Source: an optimization exercise on an open RTL-to-GDS flow (aim: small area). Production flows keep margins and buffers that such runs may drop.
In this exercise RTL edits were held to simulation tests only and were not proved equivalent to the original.
No activity file was given, so power comes from the tool's default toggle rates.

== fjord ==
==> flow/design.v <==
module cpu_top (
    input  logic        clk,
    input  logic        rst_n,
    input  logic [15:0] i_imem_data,
    input  logic [15:0] i_dmem_rdata,
    output logic [10:0] o_imem_addr,
    output logic [10:0] o_dmem_addr,
    output logic        o_dmem_we,
    output logic [15:0] o_dmem_wdata,
    output logic        o_io_stall
);
    logic [2:0]  st_q;
    logic [3:0]  t_q;
    logic [10:0] pc_q;
    logic [15:0] a_q;
    logic [15:0] r_q;
    logic [15:0] x_q;
    logic [3:0]  pidx_q;
    logic        pend_q;
    logic [15:0] ring [16];
    logic [15:0] vr_q;
    wire [15:0] ir = i_imem_data;
    wire [2:0]  op = ir[15:13];
    wire [3:0]  rs = ir[12:9];
    wire [3:0]  rt = ir[8:5];
    wire [3:0]  rd = ir[4:1];
    wire        fb = ir[0];
    wire is_alu = (op == 3'd0) || (op == 3'd1 && !fb);    
    wire is_mul = (op == 3'd1) && fb;
    wire is_ls  = (op == 3'd2) || (op == 3'd3);
    wire is_lw  = (op == 3'd2);
    logic [2:0] last;
    always_comb begin
        case (op)
            3'd0:    last = 3'd5;
            3'd1:    last = fb ? 3'd6 : 3'd5;
            3'd2:    last = 3'd7;
            3'd3:    last = 3'd6;
            default: last = 3'd4;
        endcase
    end
    wire is_last = (st_q == last);
    always_ff @(posedge clk or negedge rst_n) begin
        if (!rst_n)            st_q <= 3'd0;
        else if (st_q == 3'd0) st_q <= 3'd2;
        else if (is_last)      st_q <= 3'd1;
        else                   st_q <= st_q + 3'd1;
    end
    always_ff @(posedge clk or negedge rst_n) begin
        if (!rst_n) t_q <= 4'd0;
        else        t_q <= t_q + 4'd1;
    end
    assign o_io_stall = (st_q != 3'd1);
    wire [3:0] ridx = (st_q == 3'd2) ? rs : rt;
    wire [3:0] slot = ridx + t_q;
    wire       fwd  = pend_q && (ridx == pidx_q);
    logic [15:0] rdata;
    always_comb begin
        rdata = fwd ? x_q : 16'd0;
        for (int s = 0; s < 16; s++)
            rdata = rdata | (ring[s] & {16{vr_q[s] && !fwd && (slot == 4'(s))}});
    end
    always_ff @(posedge clk) begin
        if (st_q == 3'd2) a_q <= rdata;
        r_q <= rdata;
    end
    wire         sub = (op == 3'd0) ? fb : 1'b1;
    logic [15:0] acc;
    logic [4:0]  dig;
    logic        cin;
    logic [15:0] msrc;
    always_comb begin
        msrc = (st_q == 3'd4) ? (a_q & {16{r_q[15]}}) : x_q;
        if (is_mul) begin
            acc = {msrc[10:0], 5'd0};
            case (st_q)
                3'd4:    dig = r_q[14:10];
                3'd5:    dig = r_q[9:5];
                default: dig = r_q[4:0];
            endcase
            cin = 1'b0;
        end else if (is_ls) begin
            acc = {{11{ir[4]}}, ir[4:0]};
            dig = 5'd1;
            cin = 1'b0;
        end else begin
            acc = r_q ^ {16{sub}};
            dig = 5'd1;
            cin = sub;
        end
    end
    wire [15:0] tree = acc + (a_q & {16{dig[0]}})
                     + ({a_q[14:0], 1'b0} & {16{dig[1]}})
                     + ({a_q[13:0], 2'b0} & {16{dig[2]}})
                     + ({a_q[12:0], 3'b0} & {16{dig[3]}})
                     + ({a_q[11:0], 4'b0} & {16{dig[4]}})
                     + {15'd0, cin};
    wire lt = (a_q[15] != r_q[15]) ? a_q[15] : tree[15];
    wire eq = (a_q == r_q);
    wire prod_alu = is_alu && (st_q == 3'd4);
    wire addr_ls  = is_ls  && (st_q == 3'd4);
    wire prod_lw  = is_lw  && (st_q == 3'd6);
    wire step_mul = is_mul && (st_q == 3'd4 || st_q == 3'd5 || st_q == 3'd6);
    wire prod_mul = is_mul && (st_q == 3'd6);
    wire produce  = prod_alu || prod_lw || prod_mul;
    always_ff @(posedge clk) begin
        if (prod_alu && op == 3'd1)            x_q <= {15'd0, lt};
        else if (prod_lw)                      x_q <= i_dmem_rdata;
        else if (prod_alu || addr_ls || step_mul) x_q <= tree;
    end
    always_ff @(posedge clk) begin
        if (produce) pidx_q <= is_lw ? rt : rd;
    end
    wire [3:0] wslot  = pidx_q + t_q + 4'd1;
    wire       commit = pend_q && (wslot[1:0] == 2'd0);
    always_ff @(posedge clk or negedge rst_n) begin
        if (!rst_n)       pend_q <= 1'b0;
        else if (produce) pend_q <= 1'b1;
        else if (commit)  pend_q <= 1'b0;
    end
    always_ff @(posedge clk) begin
        for (int s = 0; s < 16; s++) begin
            if (s % 4 == 0 && commit && wslot[3:2] == 2'(s / 4))
                ring[s] <= x_q;
            else
                ring[s] <= ring[(s + 15) % 16];
        end
    end
    always_ff @(posedge clk or negedge rst_n) begin
        if (!rst_n) vr_q <= 16'd0;
        else begin
            for (int s = 0; s < 16; s++) begin
                if (s % 4 == 0 && commit && wslot[3:2] == 2'(s / 4))
                    vr_q[s] <= 1'b1;
                else
                    vr_q[s] <= vr_q[(s + 15) % 16];
            end
        end
    end
    wire        taken = (op == 3'd4) && eq;
    wire [10:0] pinc  = pc_q + (taken ? {{6{ir[4]}}, ir[4:0]} : 11'd0) + 11'd1;
    always_ff @(posedge clk or negedge rst_n) begin
        if (!rst_n)       pc_q <= 11'd0;
        else if (is_last) pc_q <= (op == 3'd5) ? ir[11:1] : pinc;
    end
    assign o_imem_addr  = pc_q;
    assign o_dmem_addr  = x_q[10:0];
    assign o_dmem_we    = (st_q == 3'd5) && (op == 3'd3);
    assign o_dmem_wdata = r_q;
endmodule
export LEC_CHECK = 0
export ABC_AREA = 1
export CAP_MARGIN = 20
export CORE_MARGIN = 2
export CORE_UTILIZATION = 70
export GPL_TIMING_DRIVEN = 0
export SLEW_MARGIN = 20
create_clock -name core_clock -period 5.5 [get_ports {clk}]
run.sh (not shown) runs the stock make flow with config.mk's settings and CLKGATE_MAP_FILE= SYNTH_SCRIPT=/design/flow/synth_recipe.tcl, a recipe that flattens the netlist after the stock synthesis.
fjord completed; timing, DRC and antenna clean
Here is what was changed in the inputs of xenon compared with fjord.
==> flow/flow/run.sh (new file) <==
#!/bin/bash
# Standard layout, with synthesis mapping combinational logic by the ABC
# script in flow/abc_area.script instead of ORFS's area script.
set -euo pipefail
cp -r "$FLOW_HOME/scripts" scripts_own
cp flow/abc_area.script scripts_own/abc_area.script
bash standard.sh finish SCRIPTS_DIR="$PWD/scripts_own" > standard.log 2>&1
==> flow/flow/abc_area.script (new file) <==
strash
&get -n
&st
&dch
&nf
&put
topo
stime -c
buffer -c
upsize -c
dnsize -c
==> flow/standard.sh (new file) <==
#!/bin/bash
# synth_recipe.tcl (not shown) runs the flow's synth.tcl, then flattens the netlist and writes it again
# the make line also repeats each setting of config.mk as NAME=value (left out here)
make -C /OpenROAD-flow-scripts/flow DESIGN_CONFIG=/design/flow/config.mk WORK_HOME=/design/flow/orfs CLKGATE_MAP_FILE= SYNTH_SCRIPT=/design/flow/synth_recipe.tcl "${@:-finish}"
--- a/flow/config.mk
+++ b/flow/config.mk
@@ -11 +11 @@
-export CORE_UTILIZATION = 70
+export CORE_UTILIZATION = 55
removed: flow/run.sh
Notes after the runs:
- xenon vs fjord — post-DP HPWL dropped 19%.
- [compare] base=fjord new=xenon: clock network area share +0.17 points; leakage dissipation now sits lower.
- Measured against fjord, the clock-buffer cell count of xenon comes out at 1.11 times the reference value.
- Compared with fjord, xenon shows a lower total placed cells including tap cells.
- Final cycle utilization of the critical path in xenon vs fjord: up 2.1 points
- Of the two values seen for most common cell after layout, fill and taps aside, dfxtp_1 was produced by xenon and nand2_1 by fjord.
- Comparing fjord and xenon, the higher share of total power in combinational logic is on fjord.
- Min maximum fanout along the worst path across fjord and xenon: fjord
- The lower area growth from synthesis to layout of fjord and xenon is in fjord.
- Comparing fjord and xenon, the lower vias after detailed routing was measured on xenon.

re-timing with driven ports:
How much do the figures lean on ideal ports? The routed layouts below were timed once more, with nothing changed but the port constraints. Step 1 (the two cells are an assumption about what drives the block):
set clk [get_ports {clk}]
set_driving_cell -lib_cell sky130_fd_sc_hd__clkbuf_16 $clk
set_driving_cell -lib_cell sky130_fd_sc_hd__buf_2 [delete_from_list [all_inputs] $clk]
Step 2 moves the port delays by t, midway between the first and last clock arrival at a register: inputs arrive t later, outputs are due t later. That takes back most of the time a late clock gives input paths. a / b / c = ideal ports / drivers / drivers and shift; a / b = the first two.
| run | t (ns) | slack for setup (ns) | hold slack, ns | worst setup path at the end |
|---|---|---|---|---|
| fjord | 0.601 | 0.278 / 0.305 / -0.296 | 0.346 / 0.346 / 0.346 | input to register |
| xenon | 0.561 | 0.163 / 0.163 / -0.286 | 0.336 / 0.336 / 0.336 | input to register |
With both steps, setup timing fails in fjord and xenon, where it was met with ideal ports. The setup slack of fjord, which loses most, moves by +0.027 ns with the drivers and by -0.574 ns with both steps.
